Context: an optimization exercise on an open-source flow, tuned for small area and a short achievable clock period. The choices shown serve that exercise and are no tape-out recipe.
Only simulation tests tie the RTL to the original design; equivalence was not proved.
No activity file was given, so power comes from the tool's default toggle rates.

==> flow/design.v <==
module ram_pipe (
    input  logic        clk,
    input  logic        rst,
    input  logic        req_valid,
    output logic        req_ready,
    input  logic        req_we,
    input  logic [7:0]  req_addr,
    input  logic [15:0] req_wdata,
    output logic        rsp_valid,
    output logic [15:0] rsp_rdata,
    input  logic        clr_start,
    output logic        busy
);
    logic       busy_q, ready_q;
    logic [7:0] clr_q;
    logic       busy_d;
    logic       accept;
    assign accept = req_valid & ready_q;
    always_comb begin
        if (busy_q) busy_d = (clr_q != 8'hff);
        else        busy_d = clr_start;
    end
    always_ff @(posedge clk) begin
        if (!rst) begin
            busy_q  <= 1'b1;
            ready_q <= 1'b0;
            clr_q   <= '0;
        end else begin
            busy_q  <= busy_d;
            ready_q <= ~busy_d;
            clr_q   <= clr_q + {7'd0, busy_q};
        end
    end
    assign req_ready = ready_q;
    assign busy      = busy_q;
    logic ph_q;
    always_ff @(posedge clk) begin
        if (!rst) ph_q <= 1'b0;
        else      ph_q <= ~ph_q;
    end
    logic [7:0]  wa;
    logic        w_en;
    logic [15:0] wlo_q, whi_q;      
    logic [15:0] wlo_n_q, whi_n_q;  
    logic [15:0] wdx_q;             
    assign wa   = busy_q ? clr_q : req_addr;
    assign w_en = rst & (busy_q | (accept & req_we));
    always_ff @(posedge clk) begin
        for (int i = 0; i < 16; i++) begin
            wlo_q[i]   <= w_en & (wa[3:0] == i[3:0]);
            whi_q[i]   <= (wa[7:4] == i[3:0]);
            wlo_n_q[i] <= ~(w_en & (wa[3:0] == i[3:0]));
            whi_n_q[i] <= ~(wa[7:4] == i[3:0]);
        end
        if (w_en) wdx_q <= (busy_q ? 16'h0000 : req_wdata) ^ {16{~ph_q}};
    end
    logic [15:0]  mem [256];
    logic [255:0] wsel, whold;
    always_comb begin
        for (int w = 0; w < 256; w++) begin
            wsel[w]  = ~(wlo_n_q[w % 16] | whi_n_q[w / 16]);
            whold[w] = ~(wlo_q[w % 16] & whi_q[w / 16]);
        end
    end
    always_ff @(posedge clk) begin
        for (int w = 0; w < 256; w++) begin
            mem[w] <= ~((mem[w] | {16{wsel[w]}}) & (wdx_q | {16{whold[w]}}));
        end
    end
    logic [15:0]   dlo;     
    logic [15:0]   dhi;     
    logic [4095:0] mem_flat;
    logic [127:0]  cand_flat;
    logic [15:0]   cand [8];
    logic          hit;
    always_comb begin
        for (int i = 0; i < 16; i++) begin
            dlo[i] = (req_addr[3:0] == i[3:0]);
            dhi[i] = (req_addr[7:4] == i[3:0]);
        end
        for (int w = 0; w < 256; w++) mem_flat[w * 16 +: 16] = mem[w];
        for (int j = 0; j < 8; j++) cand[j] = cand_flat[j * 16 +: 16];
        hit = (|(wlo_q & dlo)) & (|(whi_q & dhi));
    end
    for (genvar j = 0; j < 8; j++) begin : g_rdsel
        logic [31:0] sel;
        ram_pipe_rddec u_rddec (
            .addr (req_addr[4:0]),
            .sel  (sel)
        );
        ram_pipe_rdsel u_rdsel (
            .mem  (mem_flat[j * 512 +: 512]),
            .sel  (sel),
            .cand (cand_flat[j * 16 +: 16])
        );
    end
    logic [15:0] cand_q [8];
    logic [7:0]  csel_q;
    logic        hit_q;
    logic        v1_q, v2_q;
    logic [15:0] dat_q;
    logic [15:0] rd;
    always_ff @(posedge clk) begin
        for (int j = 0; j < 8; j++) begin
            cand_q[j] <= cand[j];
            csel_q[j] <= (req_addr[7:5] == j[2:0]);
        end
        hit_q <= hit;
    end
    always_comb begin
        rd = '0;
        for (int j = 0; j < 8; j++) rd = rd | (cand_q[j] & {16{csel_q[j]}});
        if (hit_q) rd = wdx_q;
        rd = rd ^ {16{~ph_q}};
    end
    always_ff @(posedge clk) begin
        if (!rst) begin
            v1_q  <= 1'b0;
            v2_q  <= 1'b0;
            dat_q <= '0;
        end else begin
            v1_q <= accept & ~req_we;
            v2_q <= v1_q;
            if (v1_q) dat_q <= rd;
        end
    end
    assign rsp_valid = v2_q;
    assign rsp_rdata = dat_q;
endmodule
module ram_pipe_rddec (
    input  logic [4:0]  addr,
    output logic [31:0] sel
);
    always_comb begin
        for (int i = 0; i < 32; i++) sel[i] = (addr == i[4:0]);
    end
endmodule
module ram_pipe_rdsel (
    input  logic [511:0] mem,
    input  logic [31:0]  sel,
    output logic [15:0]  cand
);
    always_comb begin
        cand = '0;
        for (int i = 0; i < 32; i++) begin
            cand = cand | (mem[i * 16 +: 16] & {16{sel[i]}});
        end
    end
endmodule
make LEC_CHECK=0 ABC_CLOCK_PERIOD_IN_PS=2000 CAP_MARGIN=20 CORE_MARGIN=2 CORE_UTILIZATION=70 CTS_CLUSTER_DIAMETER=55 CTS_CLUSTER_SIZE=25 PLACE_DENSITY=0.75 SETUP_SLACK_MARGIN=2.0 SLEW_MARGIN=30 SYNTH_HIERARCHICAL=1 SYNTH_MINIMUM_KEEP_SIZE=0 finish   # period 4.0 ns
run.sh (not shown) runs the stock make flow with config.mk's settings and CLKGATE_MAP_FILE= SYNTH_SCRIPT=/design/flow/synth_recipe.tcl, a recipe that flattens the netlist after the stock synthesis.
Change:
- CORE_UTILIZATION: 70 -> 60
- PLACE_DENSITY: 0.75 -> unset
- SETUP_SLACK_MARGIN: 2.0 -> 2.2
The new run finished clean. Wire length came out higher by about 5%. Final area rose by 5.0%. Sequential power barely changes. Via count barely changes.

[static timing again, ports no longer ideal]
The results above use ideal ports. As a check the final layouts listed here were re-extracted and re-timed, cells and wires unchanged. Step 1, drivers: a clkbuf_16 drives clk and a buf_2 each remaining input, both assumed. Step 2, shift: input delay + t, output delay - t, t = (earliest + latest rising clock arrival at the registers) / 2. This alone moves slack from input paths to output paths. a / b / c = ideal ports / drivers / drivers and shift; a / b = the first two.
run | t, ns | setup WS [ns] | worst setup path at the end
the first run | 1.016 | 1.609 / 1.319 / 0.302 | input to register
the second run | 1.076 | 1.616 / 1.455 / 0.379 | input to register
After both steps setup and hold are still met in every run listed. The setup slack of the first run, which loses most, moves by -0.290 ns with the drivers and by -1.307 ns with both steps.
